This design comes from an exercise in tuning for small area, a short achievable clock period and few clock cycles on the open sky130 flow, not from production work.
Function was checked by simulation only, so behaviour that the tests miss may differ from the original.
Power figures rest on the tool's default switching activity, not on a simulated workload.

## design.v

```verilog
module move_unmaker #(
  parameter int DEPTH = 64,
  parameter int PW    = $clog2(DEPTH) + 1
) (
  input  logic          clk_in,
  input  logic          rst_in,
  input  logic          push_valid_in,
  input  logic [14:0]   push_move_in,
  input  logic [430:0]  push_board_in,
  output logic          push_ready_out,
  input  logic          undo_valid_in,
  input  logic [430:0]  board_in,
  output logic          undo_ready_out,
  output logic [430:0]  board_out,
  output logic          valid_out,
  output logic [PW-1:0] depth_out,
  output logic          error_out
);
  localparam int AW = $clog2(DEPTH);
  localparam int NUM_BB = 5;
  localparam int RW = 36;
  localparam logic [2:0] SPECIAL_UNKNOWN    = 3'd0;
  localparam logic [2:0] SPECIAL_CASTLE     = 3'd2;
  localparam logic [2:0] SPECIAL_EN_PASSANT = 3'd3;
  localparam logic [2:0] CAP_K    = 3'd5;
  localparam logic [2:0] CAP_NONE = 3'd7;
  function automatic [7:0] dec3(input [2:0] x);
    dec3 = 8'd1 << x;
  endfunction
  function automatic [31:0] sq_dec(input [11:0] x);
    sq_dec = {dec3(x[11:9]), dec3(x[8:6]), dec3(x[5:3]), dec3(x[2:0])};
  endfunction
  logic [PW-1:0] r_depth;
  logic [RW-1:0] r_mem [0:DEPTH-3];
  logic [RW-1:0] r_sec;
  logic [7:0]    t_sr, t_sf, t_dr, t_df;
  logic [5:0]    t_src, t_dst;
  logic [5:0]    t_cap;
  logic          t_ep, t_dir, t_promo, t_cm;
  logic [18:0]   t_keep;
  logic [430:0]  r_board_out;
  logic          r_valid, r_error;
  logic          w_push_ready, w_undo_ready, w_push_acc, w_undo_acc, w_reject;
  logic [AW-1:0] r_wr_ptr, r_rd_ptr;
  logic          r_full, r_empty;
  assign w_push_ready = !rst_in && !r_full;
  assign w_undo_ready = !rst_in && !r_empty && !push_valid_in;
  assign w_push_acc   = push_valid_in && w_push_ready;
  assign w_undo_acc   = undo_valid_in && w_undo_ready;
  assign w_reject     = !rst_in && ((push_valid_in && r_full) ||
                        (undo_valid_in && r_empty && !push_valid_in));
  logic [63:0]       p_bb [0:NUM_BB-1];
  logic [NUM_BB-1:0] p_at;
  logic [5:0]        p_k0, p_k1, p_src, p_dst;
  logic [2:0]        p_special;
  logic [2:0]        p_dx;
  logic [5:0]        p_cap;
  logic              p_src_pawn, p_src_king, p_dst_king, p_ep, p_castle_mv, p_seen;
  always_comb begin
    for (int i = 0; i < NUM_BB; i++) p_bb[i] = push_board_in[111 + 64*i +: 64];
    p_k0      = push_board_in[104:99];
    p_k1      = push_board_in[110:105];
    p_src     = push_move_in[14:9];
    p_dst     = push_move_in[8:3];
    p_special = push_move_in[2:0];
    for (int i = 0; i < NUM_BB; i++) p_at[i] = p_bb[i][p_dst];
    p_dx = (p_src[2:0] > p_dst[2:0]) ? (p_src[2:0] - p_dst[2:0]) : (p_dst[2:0] - p_src[2:0]);
    p_src_pawn = p_bb[0][p_src];
    p_src_king = (p_k0 == p_src) || (p_k1 == p_src);
    p_dst_king = (p_k0 == p_dst) || (p_k1 == p_dst);
    p_ep = (p_special == SPECIAL_EN_PASSANT) ||
           ((p_special == SPECIAL_UNKNOWN) && p_src_pawn &&
            (p_dst[2:0] != p_src[2:0]) && !(|p_at) && !p_dst_king);
    p_cap[5] = p_dst_king;
    p_seen   = p_dst_king;
    for (int i = 0; i < NUM_BB; i++) begin
      p_cap[i] = p_at[i] && !p_seen;
      p_seen   = p_seen || p_at[i];
    end
    p_castle_mv = p_src_king && ((p_special == SPECIAL_CASTLE) ||
                  ((p_special == SPECIAL_UNKNOWN) && (p_dx > 3'd1)));
  end
  logic [7:0]   t_cr;
  logic [5:0]   u_src, u_dst, u_kb;
  logic         u_castle_mv, u_promo, u_ep, u_b, u_nk, u_left, u_cap_k, u_cap_any;
  logic [NUM_BB-1:0] u_cap;
  logic [NUM_BB-1:0] u_has;
  logic [63:0]  u_bb [0:NUM_BB-1];
  logic [63:0]  u_pw, m_src, m_dst, m_cap, m_rf, m_rt, m_clr;
  logic [5:0]   u_k0, u_k1;
  logic [430:0] w_rebuilt;
  always_comb begin
    u_src       = t_src;
    u_dst       = t_dst;
    u_ep        = t_ep;
    u_promo     = t_promo;
    u_castle_mv = t_cm;
    for (int i = 0; i < NUM_BB; i++) u_cap[i] = u_ep ? (i == 0) : t_cap[i];
    u_cap_k     = !u_ep && t_cap[5];
    u_cap_any   = u_ep || (|t_cap);
    t_cr        = !u_ep ? t_dr : t_dir ? {t_dr[6:0], t_dr[7]} : {t_dr[0], t_dr[7:1]};
    u_left      = (u_dst < u_src);
    for (int j = 0; j < 64; j++) begin
      m_src[j] = t_sr[j / 8] & t_sf[j % 8];
      m_dst[j] = t_dr[j / 8] & t_df[j % 8];
      m_cap[j] = t_cr[j / 8] & t_df[j % 8];
      m_rf[j]  = u_castle_mv & t_sr[j / 8] & ((j % 8) == (u_left ? 3 : 5));
      m_rt[j]  = u_castle_mv & t_sr[j / 8] & ((j % 8) == (u_left ? 0 : 7));
    end
    u_b  = ~board_in[1];
    u_k0 = board_in[104:99];
    u_k1 = board_in[110:105];
    u_pw = board_in[98:35];
    u_kb = u_b ? u_k1 : u_k0;
    u_nk  = (u_kb != u_dst);
    m_clr = u_nk ? m_dst : 64'd0;
    for (int i = 0; i < NUM_BB; i++) begin
      u_bb[i]  = board_in[111 + 64*i +: 64];
      u_has[i] = u_promo ? (i == 0) : |(u_bb[i] & m_dst);
      u_bb[i]  = (u_bb[i] & ~m_clr) | (u_nk && u_has[i] ? m_src : 64'd0) |
                 (u_cap[i] ? m_cap : 64'd0);
    end
    u_bb[3] = (u_bb[3] & ~m_rf) | m_rt;
    if (!u_nk) begin
      if (u_b) u_k1 = u_src; else u_k0 = u_src;
    end
    if (u_cap_k) begin
      if (u_b) u_k0 = u_dst; else u_k1 = u_dst;
    end
    u_pw = u_pw & ~m_dst;
    u_pw = u_b ? (u_pw & ~m_src) : (u_pw | m_src);
    if (u_cap_any) u_pw = u_b ? (u_pw | m_cap) : (u_pw & ~m_cap);
    u_pw = u_pw & ~m_rf;
    u_pw = u_b ? (u_pw & ~m_rt) : (u_pw | m_rt);
    w_rebuilt = {u_bb[4], u_bb[3], u_bb[2], u_bb[1], u_bb[0], u_k1, u_k0, u_pw,
                 t_keep[18:1], board_in[16:1] - 16'd1, t_keep[0]};
  end
  always_ff @(posedge clk_in) begin
    if (rst_in) begin
      r_depth  <= '0;
      r_wr_ptr <= AW'(DEPTH - 2);
      r_rd_ptr <= AW'(DEPTH - 3);
      r_full   <= 1'b0;
      r_empty  <= 1'b1;
    end else if (w_push_acc) begin
      r_depth  <= r_depth + PW'(1);
      r_wr_ptr <= r_wr_ptr + AW'(1);
      r_rd_ptr <= r_rd_ptr + AW'(1);
      r_full   <= (r_depth == PW'(DEPTH - 1));
      r_empty  <= 1'b0;
    end else if (w_undo_acc) begin
      r_depth  <= r_depth - PW'(1);
      r_wr_ptr <= r_wr_ptr - AW'(1);
      r_rd_ptr <= r_rd_ptr - AW'(1);
      r_full   <= 1'b0;
      r_empty  <= (r_depth == PW'(1));
    end
  end
  always_ff @(posedge clk_in) begin
    r_valid     <= w_undo_acc;
    r_error     <= w_reject;
    r_board_out <= w_rebuilt;
  end
  logic [RW-1:0] w_rd_data;
  always_comb begin
    w_rd_data = '0;
    for (int k = 0; k < DEPTH-2; k++)
      if (r_rd_ptr == AW'(k)) w_rd_data = w_rd_data | r_mem[k];
  end
  logic [2:0]    t_kind, m_kind;
  logic [4:0]    t_code, m_code;
  logic [RW-1:0] t_rec;
  logic          m_ep;
  always_comb begin
    t_kind = CAP_NONE;
    for (int i = 5; i >= 0; i--)
      if (t_cap[i]) t_kind = 3'(i);
    if (t_ep)         t_code = {2'b11, 1'b0, t_dir, t_cm};
    else if (t_promo) t_code = {2'b10, t_kind};
    else              t_code = {1'b0, t_cm, t_kind};
    t_rec = {t_src, t_dst, t_code, t_keep};
    m_code = r_sec[23:19];
    m_kind = m_code[2:0];
    m_ep   = &m_code[4:3];
  end
  always_ff @(posedge clk_in) begin
    if (w_push_acc) begin
      {t_sr, t_sf, t_dr, t_df} <= sq_dec({p_src, p_dst});
      t_src   <= p_src;
      t_dst   <= p_dst;
      t_cap   <= p_cap;
      t_ep    <= p_ep;
      t_dir   <= push_board_in[1];
      t_promo <= p_special[2];
      t_cm    <= p_castle_mv;
      t_keep  <= {push_board_in[34:31], push_board_in[30:24], push_board_in[23:17],
                  push_board_in[0]};
    end else if (w_undo_acc) begin
      {t_sr, t_sf, t_dr, t_df} <= sq_dec(r_sec[35:24]);
      t_src   <= r_sec[35:30];
      t_dst   <= r_sec[29:24];
      for (int i = 0; i < 6; i++) t_cap[i] <= !m_ep && (m_kind == 3'(i));
      t_ep    <= m_ep;
      t_dir   <= m_code[1];
      t_promo <= (m_code[4:3] == 2'b10);
      t_cm    <= m_ep ? m_code[0] : (m_code[4:3] == 2'b01);
      t_keep  <= r_sec[18:0];
    end
    if (w_push_acc)      r_sec <= t_rec;
    else if (w_undo_acc) r_sec <= w_rd_data;
    for (int k = 0; k < DEPTH-2; k++)
      if (r_wr_ptr == AW'(k)) r_mem[k] <= r_sec;
  end
  assign push_ready_out = w_push_ready;
  assign undo_ready_out = w_undo_ready;
  assign board_out      = r_board_out;
  assign valid_out      = r_valid;
  assign depth_out      = r_depth;
  assign error_out      = r_error;
endmodule
```

## flow/run.sh

```bash
#!/bin/bash
# Standard layout, except that buffer_ports is told to use plain buf_1
# buffers on the ports instead of the delay cells it picks by itself.
set -euo pipefail
here=$(pwd)
bash standard.sh synth > "$here/make_synth.log" 2>&1
export BUFFER_PORTS_ARGS="-buffer_cell sky130_fd_sc_hd__buf_1"
bash standard.sh > "$here/make_layout.log" 2>&1
```

## standard.sh

```bash
#!/bin/bash
# synth_recipe.tcl (not shown) runs the flow's synth.tcl, then flattens the netlist and writes it again
# the make line also repeats each setting of config.mk as NAME=value (left out here)
make -C /OpenROAD-flow-scripts/flow DESIGN_CONFIG=/design/flow/config.mk WORK_HOME=/design/flow/orfs CLKGATE_MAP_FILE= SYNTH_SCRIPT=/design/flow/synth_recipe.tcl "${@:-finish}"
```

## config.mk

```make
export PLATFORM = sky130hd
export DESIGN_NAME = move_unmaker
export DESIGN_NICKNAME = move_unmaker
export VERILOG_FILES = /design/flow/design.v
export SDC_FILE = /design/flow/constraint.sdc
export NUM_CORES = 4
export LEC_CHECK = 0
export CAP_MARGIN = 40
export CORE_MARGIN = 2
export CORE_UTILIZATION = 40
export CTS_BUF_LIST = sky130_fd_sc_hd__clkbuf_16
export CTS_CLUSTER_DIAMETER = 80
export CTS_CLUSTER_SIZE = 25
export PLACE_DENSITY = 0.7
export SETUP_SLACK_MARGIN = 3.6
export SLEW_MARGIN = 50
```

## constraint.sdc

```tcl
create_clock -name core_clock -period 7.0 [get_ports {clk_in}]
set_input_delay 1.4000 -clock core_clock [delete_from_list [all_inputs] [get_ports {clk_in}]]
set_output_delay 1.4000 -clock core_clock [all_outputs]
set_load 0.01 [all_outputs]
```

==> metrics.md, run 1 <==
| Metric | Value |
|---|---|
| Status | complete, no violations |
| Clock transition at the registers of the reported paths | roughly 0.10 ns |
| Distinct cells, synth | 87 |
| Io pins | 1323 |
| DRT antenna net count | 0 |
| Commonest cells in the netlist | edfxtp_1, nand2_1, a22oi_1 |
| Vias in the first global route | slightly below 80000 |
| Hold Path Class | flip-flop to flip-flop |
| Slew headroom | 0.3830 |
| Routed length per instance | slightly above 50 µm |
| Hold-fix buffers, CTS | 0 |
| CTS tree | yes |
| Bufs and invs on worst path | 2 |
| Synth Cell Area | 108700 µm² |
| Crit share post-route | 0.5092 |
| Starting Density | 0.4019 |
| CP Launch Type | input pin |
| Cts bufs inserted | 165 |
| Depth of the most critical reg-to-reg path | 9 |
| Max frequency | approximately 280 MHz |
| Slowest cell delay on critical path | roughly 0.65 ns |
| Highest routed layer | met5 |
| Avg Inst Size Synth | between 15 and 20 µm² |
| Longest Clk Path Bufs | 4 |
| Yosys warnings | 4 |
| CORE AREA | roughly 270000 µm² |
| Initial antenna violation count | 133 |
| Number of cells on the worst hold path | 0 |
| Final wirelength | 642100 µm |
| Root Driver | clkbuf_16 |
| Final core occ | 0.4712 |
| Filler cell count | 23332 |
| WL met3 | a little over 100000 µm |
| Die height | between 500 and 600 µm |
| Mapped Nets | a little over 8000 |
| Hpwl dp | ~440000 µm |
| Layout Nets | ~9500 |
| Final Hold Fails | 0 |
| Yosys reg bits | about 2800 |
| Critical path class | input pin to flip-flop |
| Area Overhead vs Synth | 17.24% |
| Crit-path slowest cell | a222oi_1 |
| IO buf count | ~1200 |
| Final Cell Area | 127500 µm² |
| Lkg Pwr | approximately 41 nW |
| Top_reg_cell synth | edfxtp_1 |
| Die ar. | between 200000 and 300000 µm² |
| Initial DRC Count | approximately 20000 |
| Number of cell rows | 191 |
| Fin crit period | ~3.6 ns |
| Max-Cap Viols | 0 |
| Synth top area share | 0.6466 |
| Max-slew violations | 0 |
| Pwr per Cell Area | roughly 260 nW/µm² |
| Worst Setup End Kind | flip-flop |
| Worst-case clock skew | approximately 0.086 ns |
| Vias post-DR | about 88000 |
| Post-synthesis cell count | just over 7000 |
| Die width | 525.4 µm |
| Crit path max-delay family | compound AO/OA/AOI/OAI gates |
| Sequential fraction of the synthesis area | 0.7302 |
| Cell chain of the critical path | buf_1 -> a222oi_1 -> o22ai_1 -> a221oi_1 -> nand4_1 -> o21ai_4 -> buf_12 -> o221ai_1 |
| Clock Latency Late Sink | about 0.90 ns |
| RSZ-0062 raised after global routing | true |
| Routed length on met1 | ~210000 µm |
| Ys async rst share | 0 |
| Total global-route track usage | 0.4476 |
| Total gr overflow | 0 |
| Critical Path Stages | 8 |
| Most frequent cell after synthesis | edfxtp_1 |
| Post-Place Cell Area | approximately 120000 µm² |
| Share of post-route cells with drive strength above 1 | 0.1207 |
| DRC errors left | 0 |
| VDD IR max | approximately 0.18 mV |
| Via density | slightly above 7 |
| RD Place Congestion | approximately 1.2 |
| CP required | 7.61 ns |
| Critical path data arrival time | between 4 and 5 ns |
| H-tree depth | 4 |
| WHS | roughly 0.39 ns |
| CTS Sinks | 2795 |
| Post-synth EDFFs | between 2000 and 2500 |
| Slew at the pin with the worst max-slew slack | 0.9254 ns |
| Synth area leaders | edfxtp_1, dfxtp_1, a22oi_1, a22o_1, o221ai_1 |
| Crit Path Max Fanout | 39 |
| Setup tns final | 0 ns |
| Overall Power | about 33 mW |
| Biggest area consumer among synthesized cells | edfxtp_1 |
| Pin count of the biggest net entering global routing | just under 70 |
| Met2 WL | ~270000 µm |
| Final setup vio count | 0 |
| DRT Pass-1 Iters | 9 |
| First-pass GRT wire length | roughly 810000 µm |
## power breakdown
group          internal (mW)  switching, mW  total, mW
Sequential              18.6          0.385       19.0
Clock                   4.59           5.94       10.5
Combinational          0.958           3.01       3.97
Total                   24.1           9.33       33.5
## cell type report
class	count	area, µm²	area share
inverters	58	225.2	0.001767
diodes	108	270.3	0.002120
well taps	3570	4467	0.03504
multi-input cells	3894	28480	0.2234
clock buffers	168	4204	0.03298
repair buffers	1684	9573	0.07510
flip-flops and latches	2795	79390	0.6228
clock inverters	97	859.6	0.006743
## cells by family (layout without fill, tap and decap cells)
group / Yosys count / count (layout) / share of synthesized area
flops: 2795 / 2795 / 0.7302
fa+ha+maj: 25 / 25 / 0.003015
buf+inv: 543 / 2007 / 0.02228
compound gates: 1928 / 1929 / 0.1409
xor+xnor: 60 / 60 / 0.004833
other cells: 0 / 108 / 0
simple gates: 1750 / 1750 / 0.07438
mux: 130 / 130 / 0.02447
## repair_timing
action                                  4_1_cts  5_1_grt
buffers inserted                             32        8
endpoints found under the setup margin      225      109
pin swaps                                     7        5
gates cloned                                  1        0
gates resized for setup                      51       49
## worst register-to-register path, delay by kind of cell, from the launching register on
| kind | cells | cell delay [ns] |
|---|---|---|
| simple gates | 4 | 1.24 |
| buf+inv | 3 | 0.87 |
| compound gates | 2 | 0.74 |
| flops | 1 | 0.41 |
## through the flow
stage,setup slack (ns),instances
6_report,3.436,12374
5_1_grt,3.499,12319
4_1_cts,3.544,12249
3_5_place_dp,2.305,11951
3_3_place_gp,1.857,11852
2_1_floorplan,3.043,7231
## worst paths after layout
kind              slack, ns          start          endpoint
setup / recovery       3.44  board_in[167]  r_board_out[149]
hold / removal         0.39      t_keep[5]   r_board_out[21]
setup reg to reg       3.51        t_dr[0]  r_board_out[149]
hold reg to reg        0.39      t_keep[5]   r_board_out[21]
## metal layers
metal,global-route usage,up-vias
met3,0.1713,2169
met2,0.6590,10015
li1,-,32388
met1,0.5402,43811
met4,0.3124,48
met5,0.002251,-
## registers in the layout, summed over array words and instances, names as in the netlist, 6 cells and up
register	cells
r_rd_ptr	6
t_sf	8
t_dst	6
r_depth	7
t_dr	8
r_sec	36
t_df	8
t_src	6
t_keep	19
t_sr	8
t_cap	6
r_mem	2232
r_wr_ptr	6
r_board_out	431
## placed cells by master (no fill, tap or decap), types with 36 or more instances in the layout
master     count
a21oi_1      149
nand3_1      387
edfxtp_1    2341
a222oi_1      60
nor3_1        51
nor2_4       128
buf_1       1167
o21ai_0       45
xnor2_1       36
nand4_1      177
a22o_1       312
mux4_2        67
clkbuf_16    169
a22oi_1      565
nand2_1      681
diode_2      108
o221ai_1     286
nor2_1       159
a221oi_1     265
buf_6         79
dfxtp_1      448
nor4_1        39
buf_8         87
buf_4        256
buf_2         40
inv_1         99
o211ai_1      44
Testbench counts, summed over its fixed seeds: cycles 24,001.
==> inputs of run 2 (changes only) <==
--- a/design.v
+++ b/design.v
@@ -41,12 +41,15 @@
   logic [430:0]  r_board_out;
   logic          r_valid, r_error;
   logic          w_push_ready, w_undo_ready, w_push_acc, w_undo_acc, w_reject;
+  logic          w_push_ld, w_undo_ld;
   logic [AW-1:0] r_wr_ptr, r_rd_ptr;
   logic          r_full, r_empty;
   assign w_push_ready = !rst_in && !r_full;
   assign w_undo_ready = !rst_in && !r_empty && !push_valid_in;
   assign w_push_acc   = push_valid_in && w_push_ready;
   assign w_undo_acc   = undo_valid_in && w_undo_ready;
+  assign w_push_ld    = push_valid_in && !r_full;
+  assign w_undo_ld    = undo_valid_in && !r_empty && !push_valid_in;
   assign w_reject     = !rst_in && ((push_valid_in && r_full) ||
                         (undo_valid_in && r_empty && !push_valid_in));
   logic [63:0]       p_bb [0:NUM_BB-1];
@@ -184,7 +187,7 @@
     m_ep   = &m_code[4:3];
   end
   always_ff @(posedge clk_in) begin
-    if (w_push_acc) begin
+    if (w_push_ld) begin
       {t_sr, t_sf, t_dr, t_df} <= sq_dec({p_src, p_dst});
       t_src   <= p_src;
       t_dst   <= p_dst;
@@ -195,7 +198,7 @@
       t_cm    <= p_castle_mv;
       t_keep  <= {push_board_in[34:31], push_board_in[30:24], push_board_in[23:17],
                   push_board_in[0]};
-    end else if (w_undo_acc) begin
+    end else if (w_undo_ld) begin
       {t_sr, t_sf, t_dr, t_df} <= sq_dec(r_sec[35:24]);
       t_src   <= r_sec[35:30];
       t_dst   <= r_sec[29:24];
@@ -206,8 +209,8 @@
       t_cm    <= m_ep ? m_code[0] : (m_code[4:3] == 2'b01);
       t_keep  <= r_sec[18:0];
     end
-    if (w_push_acc)      r_sec <= t_rec;
-    else if (w_undo_acc) r_sec <= w_rd_data;
+    if (w_push_ld)      r_sec <= t_rec;
+    else if (w_undo_ld) r_sec <= w_rd_data;
     for (int k = 0; k < DEPTH-2; k++)
       if (r_wr_ptr == AW'(k)) r_mem[k] <= r_sec;
   end
==> config.mk (replaced) <==
export PLATFORM = sky130hd
export DESIGN_NAME = move_unmaker
export DESIGN_NICKNAME = move_unmaker
export VERILOG_FILES = /design/flow/design.v
export SDC_FILE = /design/flow/constraint.sdc
export NUM_CORES = 4
export LEC_CHECK = 0
export CAP_MARGIN = 20
export CORE_MARGIN = 2
export CORE_UTILIZATION = 40
export CTS_BUF_LIST = sky130_fd_sc_hd__clkbuf_16
export CTS_CLUSTER_DIAMETER = 80
export CTS_CLUSTER_SIZE = 25
export SETUP_SLACK_MARGIN = 3.8
export SLEW_MARGIN = 20
==> metrics.md, run 2 <==
| Metric | Value |
|---|---|
| Crit path max-delay family | compound AO/OA/AOI/OAI gates |
| Slew headroom | 0.06288 |
| Number of cells on the worst hold path | 0 |
| Most frequent cells in the layout | edfxtp_1, buf_1, a22oi_1 |
| First-pass GRT wire length | approximately 840000 µm |
| H-tree depth | 4 |
| Longest Clk Path Bufs | 4 |
| Mapped Nets | 8390 |
| Die ar. | approximately 280000 µm² |
| Final Hold Fails | 0 |
| Number of cell rows | approximately 190 |
| RD Place Congestion | roughly 1.1 |
| Sequential fraction of the synthesis area | 0.7274 |
| RSZ-0062 raised after global routing | true |
| Pwr per Cell Area | ~280 nW/µm² |
| Crit share post-route | 0.5267 |
| Filler cell count | between 20000 and 25000 |
| Fin crit period | ~3.7 ns |
| Initial antenna violation count | about 180 |
| Lkg Pwr | 42.88 nW |
| Sw frac | 0.3048 |
| Setup tns final | 0 ns |
| CTS Sinks | around 2800 |
| Via density | about 7.1 |
| Distinct cells, synth | 85 |
| Max frequency | around 270 MHz |
| Synth Cell Area | approximately 110000 µm² |
| Top_reg_cell synth | edfxtp_1 |
| Slew at the pin with the worst max-slew slack | approximately 1.4 ns |
| Critical path class | flip-flop to flip-flop |
| Slowest cell delay on critical path | 0.76 ns |
| DRC errors left | 0 |
| Total gr overflow | 0 |
| Ys async rst share | 0 |
| Crit Path Max Fanout | 6 |
| Starting Density | 0.4027 |
| Routed length per instance | between 50 and 60 µm |
| Pin count of the biggest net entering global routing | between 100 and 150 |
| Synth area leaders | edfxtp_1, dfxtp_1, a22oi_1, nand2_1, o221ai_1 |
| Bufs and invs on worst path | 7 |
| Most common cell after layout, fill and taps aside | edfxtp_1 |
| Power Internal | approximately 25 mW |
| Critical path data arrival time | about 4.3 ns |
| Worst Setup End Kind | flip-flop |
| Clk pwr share | 0.293 |
| Die height | 526.4 µm |
| Yosys reg bits | roughly 2800 |
| DRT antenna net count | 0 |
| Initial DRC Count | roughly 21000 |
| Vias post-DR | about 92000 |
| IO buf count | 1224 |
| Top cell by count, worst path | buf_12 |
| Most frequent cell after synthesis | edfxtp_1 |
| Synth top area share | 0.6441 |
| CP required | between 7 and 8 ns |
| DP Worst Slack | about 1.9 ns |
| Clock Latency Late Sink | between 0.9 and 1 ns |
| CORE AREA | about 270000 µm² |
| Biggest regs | r_mem (2232), r_board_out (431), r_sec (36) |
| Layout Nets | around 9900 |
| Top reg by flops | r_mem |
| Final wirelength | approximately 680000 µm |
| Commonest cells in the netlist | edfxtp_1, a22oi_1, nand2_1 |
| Max-Cap Viols | 0 |
| CTS tree | yes |
| Critical Path Stages | 12 |
| Max-slew violations | 0 |
| Area Overhead vs Synth | 20.36% |
| Register share of total power | 0.537 |
| Cts bufs inserted | 167 |
| Root Driver | clkbuf_16 |
| Clock transition at the registers of the reported paths | approximately 0.1 ns |
| Cell chain of the critical path | buf_12 -> buf_6 -> a222oi_1 -> inv_1 -> a222oi_1 -> nand4_1 -> o21ai_4 -> buf_12 -> buf_12 -> buf_16 -> buf_12 -> o221ai_4 |
| Worst-case clock skew | 0.1031 ns |
| CP Launch Type | flip-flop |
| Io pins | about 1300 |
| Hpwl dp | between 400000 and 500000 µm |
| Total global-route track usage | 0.4668 |
| Depth of the most critical reg-to-reg path | 12 |
| Avg Inst Size Synth | about 15 µm² |
| Share of post-route cells with drive strength above 1 | 0.1465 |
| Die width | ~530 µm |
| Status | complete, no violations |
| DRT Pass-1 Iters | 9 |
| Hold-fix buffers, CTS | 0 |
| Combinational share of power | 0.170 |
| Vias in the first global route | about 81000 |
| Max reg flops | between 2000 and 2500 |
| Yosys warnings | 4 |
| Crit path setup slack, layout | approximately 3.3 ns |
| Crit-path slowest cell | a222oi_1 |
| Post-synth EDFFs | approximately 2300 |
| Biggest area consumer among synthesized cells | edfxtp_1 |
| Psw | around 11 mW |
| VDD IR max | roughly 0.22 mV |
| Post-synthesis cell count | 7484 |
| Hold Path Class | flip-flop to flip-flop |
| Final setup vio count | 0 |
## run 2: changes by cell type after synthesis, sizes merged, moves of 23 or more
cell,change
clkbuf,+68
nand2,+210
a21oi,-37
a31oi,+31
o22ai,-23
nand4,+67
nand3,-110
a22o,-257
a22oi,+540
buf,-47
a221oi,-256
## run 2: cells by family after synthesis
family                   count (synthesis)  synth area share
AO/OA/AOI/OAI                         1924            0.1350
XOR/XNOR                                60          0.004815
adder cells (fa/ha/maj)                 25          0.003004
buffers and inverters                  566           0.02232
flip-flops                            2795            0.7274
multiplexers                           135           0.02432
AND/OR/NAND/NOR                       1979           0.08312
## run 2: repair_timing
| item | in CTS | in global routing |
|---|---|---|
| setup endpoints to repair | 463 | 320 |
| hold endpoints to repair | 0 | 0 |
| pin swaps | 62 | 62 |
| cloned | 20 | 13 |
| gates resized for setup | 306 | 231 |
| setup buffers | 148 | 56 |
## run 2: routing by layer
metal | wire length [µm] | vias to the layer above | GRT usage
met3 | 111000 | 2216 | 0.2023
met4 | 58430 | 85 | 0.3287
li1 | - | 33323 | -
met5 | 694 | - | 0.003810
met2 | 272700 | 9748 | 0.6402
met1 | 232400 | 46177 | 0.5877
## run 2: final cells by class
type,instances,area (µm²),share of cell area
sequential,2795,79430,0.6047
multi-input combinational,4125,30390,0.2314
timing repair buffer,1800,11110,0.08460
tap,3570,4467,0.03400
clock buffer,168,4204,0.03200
clock inverter,103,943.4,0.007182
antenna,228,570.5,0.004343
inverter,59,236.5,0.001800
## run 2: path summary, 6_finish.rpt
kind	startpoint	slack, ns	end
setup / recovery	t_df[0]	3.31	r_board_out[297]
hold / removal	t_keep[6]	0.32	r_board_out[22]
hold reg to reg	t_keep[6]	0.32	r_board_out[22]
setup reg to reg	t_df[0]	3.31	r_board_out[297]
## run 2: per-stage QoR
step | hold slack, ns | power [mW] | std cells | utilization | cell area [µm²]
5_1_grt | 0.3334 | 36.94 | 12787 | 0.4842 | 131200
3_5_place_dp | 0.3549 | 25.04 | 12110 | 0.4432 | 120100
6_report | 0.3239 | 36.53 | 12848 | 0.4847 | 131400
4_1_cts | 0.3337 | 35.81 | 12549 | 0.4752 | 128800
2_1_floorplan | 0.3486 | 21.84 | 7484 | - | 109300
3_3_place_gp | 0.3620 | 25.00 | 12104 | 0.4426 | 120000
## run 2: power groups by stage
stage	clock [mW]	combinational, mW	sequential, mW
after floorplan	0	1.73	20.1
after global placement	0	5.05	19.9
after detailed placement	0	5.09	20.0
after CTS	10.7	5.58	19.6
after global routing	11.2	6.14	19.6
final	10.7	6.21	19.6
## run 2: worst register-to-register path, cell delays in order, from the launching register on
cell and delay [ns]:
edfxtp_1 0.44, buf_12 0.15, buf_6 0.13, a222oi_1 0.76
inv_1 0.38, a222oi_1 0.40, nand4_1 0.20, o21ai_4 0.20
buf_12 0.16, buf_12 0.11, buf_16 0.14, buf_12 0.14
o221ai_4 0.19
Testbench counts of run 2, summed over its fixed seeds: cycles 24,001.
==> inputs of run 3 (changes only) <==
--- a/config.mk
+++ b/config.mk
@@ -5,11 +5,11 @@
 export SDC_FILE = /design/flow/constraint.sdc
 export NUM_CORES = 4
 export LEC_CHECK = 0
-export CAP_MARGIN = 20
+export CAP_MARGIN = 40
 export CORE_MARGIN = 2
 export CORE_UTILIZATION = 40
 export CTS_BUF_LIST = sky130_fd_sc_hd__clkbuf_16
 export CTS_CLUSTER_DIAMETER = 80
 export CTS_CLUSTER_SIZE = 25
 export SETUP_SLACK_MARGIN = 3.8
-export SLEW_MARGIN = 20
+export SLEW_MARGIN = 50
==> metrics.md, run 3 <==
| Metric | Value |
|---|---|
| First-pass GRT wire length | around 840000 µm |
| Cts bufs inserted | approximately 160 |
| Crit share post-route | 0.4889 |
| Clk pwr share | 0.296 |
| Met3 usage | 0.2048 |
| CORE AREA | approximately 270000 µm² |
| IO buf count | ~1200 |
| Most common cell after layout, fill and taps aside | edfxtp_1 |
| Ys async rst share | 0 |
| Die height | roughly 530 µm |
| Worst Setup End Kind | flip-flop |
| CP required | 7.67 ns |
| Critical path class | input pin to flip-flop |
| Met1 GRT Util | 0.5834 |
| RSZ-0062 raised after global routing | true |
| Area Overhead vs Synth | 20.09% |
| Sw frac | 0.3065 |
| Total gr overflow | 0 |
| Combinational share of power | 0.167 |
| DP Worst Slack | 2.363 ns |
| Hold-fix buffers, CTS | 0 |
| Hold Path Class | flip-flop to flip-flop |
| Global route hottest layer | met2 |
| Crit path setup slack, layout | around 3.6 ns |
| Most frequent cell after synthesis | edfxtp_1 |
| Top reg by flops | r_mem |
| Setup tns final | 0 ns |
| CP Launch Type | input pin |
| RD Place Congestion | 1.099 |
| R2r startpoint | t_df[3] |
| Register share of total power | 0.537 |
| H-tree depth | 4 |
| DRC errors left | 0 |
| Multi-input gate area | 29980 µm² |
| Initial antenna violation count | 182 |
| Max frequency | slightly below 300 MHz |
| Die width | 526.4 µm |
| Vias post-DR | between 90000 and 100k |
| Longest Clk Path Bufs | 3 |
| Reg area | 79420 µm² |
| Biggest area consumer among synthesized cells | edfxtp_1 |
| Filler cell count | 23757 |
| Yosys reg bits | between 2000 and 3000 |
| Power Internal | around 25 mW |
| Critical path data arrival time | 4.09 ns |
| Synth Cell Area | between 100000 and 150000 µm² |
| DRT antenna net count | 0 |
| Most frequent cells in the layout | edfxtp_1, buf_1, a22oi_1 |
| Pwr per Cell Area | 278.2 nW/µm² |
| Sequential fraction of the synthesis area | 0.7274 |
| Via density | 7.156 |
| Slew headroom | 0.4206 |
| Final setup vio count | 0 |
| Hpwl dp | around 450000 µm |
| Mapped Nets | 8390 |
| CTS tree | yes |
| Share of post-route cells with drive strength above 1 | 0.1445 |
| Root Driver | clkbuf_16 |
| Max-slew violations | 0 |
| Synth area leaders | edfxtp_1, dfxtp_1, a22oi_1, nand2_1, o221ai_1 |
| Setup crit start | board_in[146] |
| Layout Nets | between 9000 and 10000 |
| Final Hold Fails | 0 |
| R2R Setup Slk | ~3.6 ns |
| Worst-case clock skew | 0.07355 ns |
| Max-Cap Viols | 0 |
| Clock Latency Late Sink | 0.93 ns |
| CTS Sinks | ~2800 |
| Crit Path Max Fanout | 15 |
| Number of cell rows | between 150 and 200 |
| Top_reg_cell synth | edfxtp_1 |
| Fin crit period | between 3 and 4 ns |
| Final wirelength | ~670000 µm |
| Slew at the pin with the worst max-slew slack | between 0.8 and 0.9 ns |
| Synth top area share | 0.6441 |
| Die ar. | roughly 280000 µm² |
| Psw | about 11 mW |
| Max reg flops | between 2000 and 2500 |
| Yosys warnings | 4 |
| Routed length per instance | 52.53 µm |
| VDD IR max | about 0.31 mV |
| Commonest cells in the netlist | edfxtp_1, a22oi_1, nand2_1 |
| Avg Inst Size Synth | between 10 and 15 µm² |
| Post-synthesis cell count | 7484 |
| Hold Startpoint | t_keep[6] |
| Starting Density | 0.4027 |
| Post-synth EDFFs | 2341 |
| Initial DRC Count | 21055 |
| DRT Pass-1 Iters | 13 |
| Lkg Pwr | 42.87 nW |
| Clock transition at the registers of the reported paths | 0.10 ns |
| Met2 usage | 0.6412 |
| Pin count of the biggest net entering global routing | 69 |
| Io pins | roughly 1300 |
| Total global-route track usage | 0.4644 |
| Biggest regs | r_mem (2232), r_board_out (431), r_sec (36) |
| Vias in the first global route | 80350 |
| Status | complete, no violations |
| Distinct cells, synth | 85 |
[run 3: cell count changes in the layout (fill, tap and decap cells not counted), sizes merged]
cell,delta
inv,+5
diode,-48
buf,-20
clkbuf,+3
bufbuf,-5
clkinvlp,+6
clkinv,+5
bufinv,+1
[run 3: power by group through the flow]
| stage | sequential [mW] | clock (mW) | combinational [mW] |
|---|---|---|---|
| after floorplan | 20.1 | 0 | 1.73 |
| after global placement | 19.9 | 0 | 5.05 |
| after detailed placement | 19.9 | 0 | 5.22 |
| after CTS | 19.5 | 10.8 | 5.50 |
| after global routing | 19.6 | 11.3 | 6.00 |
| final | 19.6 | 10.8 | 6.07 |
[run 3: cell families after synthesis]
| family | after synthesis | share of synthesized area |
|---|---|---|
| AO/OA/AOI/OAI | 1924 | 0.1350 |
| XOR/XNOR | 60 | 0.004815 |
| adder cells (fa/ha/maj) | 25 | 0.003004 |
| buffers and inverters | 566 | 0.02232 |
| flip-flops | 2795 | 0.7274 |
| multiplexers | 135 | 0.02432 |
| AND/OR/NAND/NOR | 1979 | 0.08312 |
[run 3: critical path: stages]
cell and delay, ns:
buf_1 0.27, a222oi_1 0.81, inv_1 0.12, a222oi_1 0.34, nand4_1 0.20, o21ai_4 0.33, buf_12 0.16, buf_12 0.17
o221ai_2 0.26
[run 3: cell type report]
type,instances,share of cell area
antenna,180,0.003437
clock buffer,164,0.03131
clock inverter,120,0.009012
inverter,59,0.001804
multi-input combinational,4125,0.2288
sequential,2795,0.6060
tap,3570,0.03408
timing repair buffer,1782,0.08563
[run 3: stage by stage]
stage                     hold slack [ns]  area, µm²  utilization  cells  power [mW]
after floorplan                    0.3486     109300            -   7484       21.84
after global placement             0.3620     120000       0.4426  12104       25.00
after detailed placement           0.3555     122000       0.4502  12206       25.14
after CTS                          0.3554     129300       0.4770  12576       35.81
after global routing               0.3673     130900       0.4830  12730       36.89
final                              0.3456     131100       0.4836  12795       36.46
[run 3: metal layers]
metal	share of wire	vias up
met4	0.085	102
met3	0.16	2212
met2	0.40	9922
met1	0.35	46075
met5	0.0012	-
li1	-	33252
[run 3: timing repair]
| action | CTS | global route |
|---|---|---|
| endpoints found under the setup margin | 377 | 271 |
| gates cloned | 11 | 13 |
| resized for setup | 202 | 139 |
| endpoints found under the hold margin | 0 | 0 |
| buffers inserted | 75 | 21 |
| pin swaps | 32 | 30 |
[run 3: worst paths after layout]
path,depth (start not counted),to
max,9,r_board_out[140]
min,0,r_board_out[22]
max reg2reg,9,r_board_out[140]
min reg2reg,0,r_board_out[22]

==> afterwards: timing with drivers on the ports <==
Ports are ideal in the flow. The routed layouts listed here were re-timed in OpenROAD.
Step 1 assumes that a clkbuf_16 drives the clock port and a buf_2 every other input.
Step 2, shift: input delay + t, output delay - t, t = (earliest + latest rising clock arrival at the registers) / 2. This alone moves slack from input paths to output paths.
Slacks: ideal ports / drivers / drivers and shift; pairs: ideal ports / drivers.
| run | t (ns) | setup WS [ns] | worst setup path at the end | clock arrival spread, ns |
|---|---|---|---|---|
| run 1 | 0.950 | 3.436 / 3.454 / 2.503 | input to register | 0.121 / 0.121 |
| run 2 | 0.955 | 3.313 / 3.313 / 2.448 | input to register | 0.128 / 0.128 |
| run 3 | 0.966 | 3.578 / 3.597 / 2.632 | input to register | 0.084 / 0.084 |
After both steps every run listed still meets setup and hold. The setup slack of run 3, which loses most, moves by +0.019 ns with the drivers and by -0.946 ns with both steps.
